This is an optimization exercise on Yosys and OpenROAD, whose aim is small area and a short achievable clock period, not a production implementation.
RTL that was checked went through simulation tests only; none was proved equivalent to the original.
Power is estimated from default activity; no workload was simulated.

job 105:
==> flow/design.v <==
module pipelined_div #(
   parameter int unsigned N = 16,
   parameter int unsigned D = 16
) (
   input  logic         clk,
   input  logic         rst,
   input  logic         ce,
   input  logic         in_valid,
   input  logic [N-1:0] dividend,
   input  logic [D-1:0] divisor,
   output logic         out_valid,
   output logic [N-1:0] quotient,
   output logic [D-1:0] remainder
);
   logic [N:0] vld_q;
   always_ff @(posedge clk) begin
      if (!rst) vld_q <= '0;
      else if (ce) vld_q <= {vld_q[N-1:0], in_valid};
   end
   logic [N-1:0] dq_q0;
   logic [D-1:0] div_q0;
   always_ff @(posedge clk) begin
      if (ce) begin
         dq_q0  <= dividend;
         div_q0 <= divisor;
      end
   end
   genvar k;
   generate
      for (k = 0; k < int'(N); k++) begin : g_stage
         logic [N-1:0] dq_in;
         logic [D-1:0] div_in;
         logic [k:0]   trial;
         logic         hi_zero;
         logic         fits;
         logic [k:0]   rem_d;
         logic [N-1:0] dq_d;
         if (k == 0) begin : g_first
            assign dq_in  = dq_q0;
            assign div_in = div_q0;
            assign trial  = ~dq_in[N-1];
         end else begin : g_next
            assign dq_in  = g_stage[k-1].dq_q;
            assign div_in = g_stage[k-1].div_q;
            assign trial  = {g_stage[k-1].rem_q, ~dq_in[N-1]};
         end
         if (k + 1 < int'(D)) begin : g_hi
            assign hi_zero = ~|div_in[D-1:k+1];
         end else begin : g_nohi
            assign hi_zero = 1'b1;
         end
         div_step #(.W(k + 1)) u_step (
            .t    (trial),
            .d    (div_in[k:0]),
            .hz   (hi_zero),
            .fits (fits),
            .rem  (rem_d)
         );
         assign dq_d  = {dq_in[N-2:0], fits};
         logic [k:0]   rem_q;
         logic [N-1:0] dq_q;
         logic [D-1:0] div_q;
         if (k + 1 < int'(N)) begin : g_mid
            always_ff @(posedge clk) begin
               if (ce) begin
                  rem_q <= rem_d;   
                  dq_q  <= dq_d;
                  div_q <= div_in;
               end
            end
         end else begin : g_last
            always_ff @(posedge clk) begin
               if (!rst) begin
                  rem_q <= '0;
                  dq_q  <= '0;
               end else if (ce) begin
                  rem_q <= ~rem_d;
                  dq_q  <= dq_d;
               end
            end
            assign div_q = '0;
         end
      end
   endgenerate
   assign out_valid = vld_q[N];
   assign quotient  = g_stage[N-1].dq_q;
   assign remainder = g_stage[N-1].rem_q;
endmodule
module div_step #(
   parameter int W = 16
) (
   input  logic [W-1:0] t,
   input  logic [W-1:0] d,
   input  logic         hz,
   output logic         fits,
   output logic [W-1:0] rem
);
   localparam int L = (W > 8) ? 4 : (W > 4) ? 3 : (W > 2) ? 2 : 1;
   logic [W-1:0] g [L+1];
   logic [W-1:0] p [L+1];
   logic [W:0]   b;
   always_comb begin
      g[0] = t & d;
      p[0] = t | d;
      for (int l = 0; l < L; l++) begin
         for (int i = 0; i < W; i++) begin
            if (i >= (1 << l)) begin
               g[l+1][i] = g[l][i] | (p[l][i] & g[l][i-(1<<l)]);
               p[l+1][i] = p[l][i] & p[l][i-(1<<l)];
            end else begin
               g[l+1][i] = g[l][i];
               p[l+1][i] = p[l][i];
            end
         end
      end
      b = {g[L], 1'b0};
      fits = hz & ~b[W];
      rem = t ^ ({W{fits}} & (d ^ b[W-1:0]));
   end
endmodule
clock: 4.0 ns
lec_check: 0
abc_area: 1
cap_margin: 20
core_margin: 2
core_utilization: 40
cts_buf_list: sky130_fd_sc_hd__clkbuf_16
cts_cluster_diameter: 100
cts_cluster_size: 25
setup_slack_margin: 1.8
slew_margin: 20
run.sh (not shown) runs the stock make flow with config.mk's settings and CLKGATE_MAP_FILE= SYNTH_SCRIPT=/design/flow/synth_recipe.tcl, a recipe that flattens the netlist after the stock synthesis.
What job 103 does differently from job 105 at the input level:
diff --git a/flow/design.v b/flow/design.v
--- a/flow/design.v
+++ b/flow/design.v
@@ -38,11 +38,11 @@
          if (k == 0) begin : g_first
             assign dq_in  = dq_q0;
             assign div_in = div_q0;
-            assign trial  = ~dq_in[N-1];
+            assign trial  = dq_in[N-1];
          end else begin : g_next
             assign dq_in  = g_stage[k-1].dq_q;
             assign div_in = g_stage[k-1].div_q;
-            assign trial  = {g_stage[k-1].rem_q, ~dq_in[N-1]};
+            assign trial  = {g_stage[k-1].rem_q, dq_in[N-1]};
          end
          if (k + 1 < int'(D)) begin : g_hi
             assign hi_zero = ~|div_in[D-1:k+1];
@@ -63,7 +63,7 @@
          if (k + 1 < int'(N)) begin : g_mid
             always_ff @(posedge clk) begin
                if (ce) begin
-                  rem_q <= rem_d;   
+                  rem_q <= rem_d;
                   dq_q  <= dq_d;
                   div_q <= div_in;
                end
@@ -74,7 +74,7 @@
                   rem_q <= '0;
                   dq_q  <= '0;
                end else if (ce) begin
-                  rem_q <= ~rem_d;
+                  rem_q <= rem_d;
                   dq_q  <= dq_d;
                end
             end
@@ -100,8 +100,8 @@
    logic [W-1:0] p [L+1];
    logic [W:0]   b;
    always_comb begin
-      g[0] = t & d;
-      p[0] = t | d;
+      g[0] = ~t & d;
+      p[0] = ~t | d;
       for (int l = 0; l < L; l++) begin
          for (int i = 0; i < W; i++) begin
             if (i >= (1 << l)) begin
[summary]
- The power in job 103 sits 0.00013 W below the value recorded for job 105.
- Diff job 105..job 103 | critical path data required time | negligible
- Cmp job 103 vs job 105: setup slack lower in job 103
- Compared with job 105, in job 103 first-pass GRT wire length -1.1%, total nets after synthesis shows an increase of 31.
- Against job 105, job 103 reports a compound-gate portion of the synthesized area that is lower.
No functional check of the RTL was part of job 103.


## 09-13
Starts from the design.v that is shown in full above.
==> flow/config.mk <==
export PLATFORM = sky130hd
export DESIGN_NAME = pipelined_div
export DESIGN_NICKNAME = pipelined_div
export VERILOG_FILES = /design/flow/design.v
export SDC_FILE = /design/flow/constraint.sdc
export NUM_CORES = 4
export LEC_CHECK = 0
export ABC_AREA = 1
export CAP_MARGIN = 20
export CORE_MARGIN = 2
export CORE_UTILIZATION = 55
export CTS_BUF_LIST = sky130_fd_sc_hd__clkbuf_16
export CTS_CLUSTER_DIAMETER = 100
export CTS_CLUSTER_SIZE = 25
export PLACE_DENSITY = 0.7
export SETUP_SLACK_MARGIN = 1.8
export SLEW_MARGIN = 20
==> flow/constraint.sdc <==
create_clock -name core_clock -period 4.0 [get_ports {clk}]
set_input_delay 0.8000 -clock core_clock [delete_from_list [all_inputs] [get_ports {clk}]]
set_output_delay 0.8000 -clock core_clock [all_outputs]
set_load 0.01 [all_outputs]
standard.sh (not shown) runs the stock make flow with config.mk's settings and CLKGATE_MAP_FILE= SYNTH_SCRIPT=/design/flow/synth_recipe.tcl, a recipe that flattens the netlist after the stock synthesis.
==> flow/flow/run.sh <==
#!/bin/bash
# The standard layout, with plain buffers (not delay cells) on the ports.
set -euo pipefail
export BUFFER_PORTS_ARGS="-buffer_cell sky130_fd_sc_hd__buf_2"
bash standard.sh > standard.log 2>&1
For 03-01, these inputs were changed with respect to 09-13:
diff --git a/flow/design.v b/flow/design.v
--- a/flow/design.v
+++ b/flow/design.v
@@ -98,22 +98,29 @@
    localparam int L = (W > 8) ? 4 : (W > 4) ? 3 : (W > 2) ? 2 : 1;
    logic [W-1:0] g [L+1];
    logic [W-1:0] p [L+1];
    logic [W:0]   b;
+   logic [W-1:0] gg, pp;
    always_comb begin
-      g[0] = t & d;
-      p[0] = t | d;
+      gg = t & d;
+      pp = t | d;
       for (int l = 0; l < L; l++) begin
          for (int i = 0; i < W; i++) begin
-            if (i >= (1 << l)) begin
-               g[l+1][i] = g[l][i] | (p[l][i] & g[l][i-(1<<l)]);
-               p[l+1][i] = p[l][i] & p[l][i-(1<<l)];
-            end else begin
-               g[l+1][i] = g[l][i];
-               p[l+1][i] = p[l][i];
+            if ((i + 1) % (2 << l) == 0) begin
+               gg[i] = gg[i] | (pp[i] & gg[i-(1<<l)]);
+               pp[i] = pp[i] & pp[i-(1<<l)];
             end
          end
       end
+      for (int l = L - 2; l >= 0; l--) begin
+         for (int i = 0; i < W; i++) begin
+            if ((i + 1) % (2 << l) == (1 << l) && i >= (2 << l)) begin
+               gg[i] = gg[i] | (pp[i] & gg[i-(1<<l)]);
+               pp[i] = pp[i] & pp[i-(1<<l)];
+            end
+         end
+      end
+      g[L] = gg;
       b = {g[L], 1'b0};
       fits = hz & ~b[W];
       rem = t ^ ({W{fits}} & (d ^ b[W-1:0]));
    end
--- outcome ---
Taking 09-13 as the reference, in 03-01 max-slew headroom at the worst pin went up by 1.4 points; flip-flop and latch share of the layout cell area went up; wire length on met2 up 360 µm; worst slack after detailed placement -0.12 ns.
On initial cell density of the core, 03-01 tracks 09-13 almost exactly.
Measured against 09-13, the multi-input logic cell count of 03-01 comes out at 0.825 times the reference value.
09-13 vs 03-01, capture point of the critical path: g_stage[15].rem_q[3] vs g_stage[14].rem_q[5]
Changes observed in 03-01 relative to 09-13: combinational power comparable, register area comparable, final wirelength now smaller, total power consumption of the routed design now smaller.
Looking at HPWL after detailed placement, 03-01 sits about 17% below 09-13.
No functional check of the RTL was part of 03-01.

-- separate check: timing with driven ports --
No port has a modelled driver above. Below, the same layouts with a new extraction and two added sets of constraints. Step 1: set_driving_cell puts a clkbuf_16 on clk and a buf_2 on each other input, an assumption about the parent block. Step 2 moves the port delays by t, midway between the first and last clock arrival at a register: inputs arrive t later, outputs are due t later. That takes back most of the time a late clock gives input paths. a / b / c = ideal ports / drivers / drivers and shift; a / b = the first two.
run | shift t [ns] | slack for setup (ns) | hold slack, ns | worst data-port slew with drivers (ns)
job 105 | 0.624 | 1.917 / 1.909 / 1.466 | 0.407 / 0.407 / 0.407 | 0.07
job 103 | 0.640 | 1.855 / 1.852 / 1.630 | 0.420 / 0.420 / 0.420 | 0.08
09-13 | 0.673 | 1.924 / 1.924 / 1.550 | 0.349 / 0.309 / 0.416 | 0.05
03-01 | 0.677 | 1.733 / 1.733 / 1.661 | 0.339 / 0.308 / 0.419 | 0.05
After both steps every run listed still meets setup and hold. The setup slack of job 105, which loses most, moves by -0.008 ns with the drivers and by -0.451 ns with both steps.
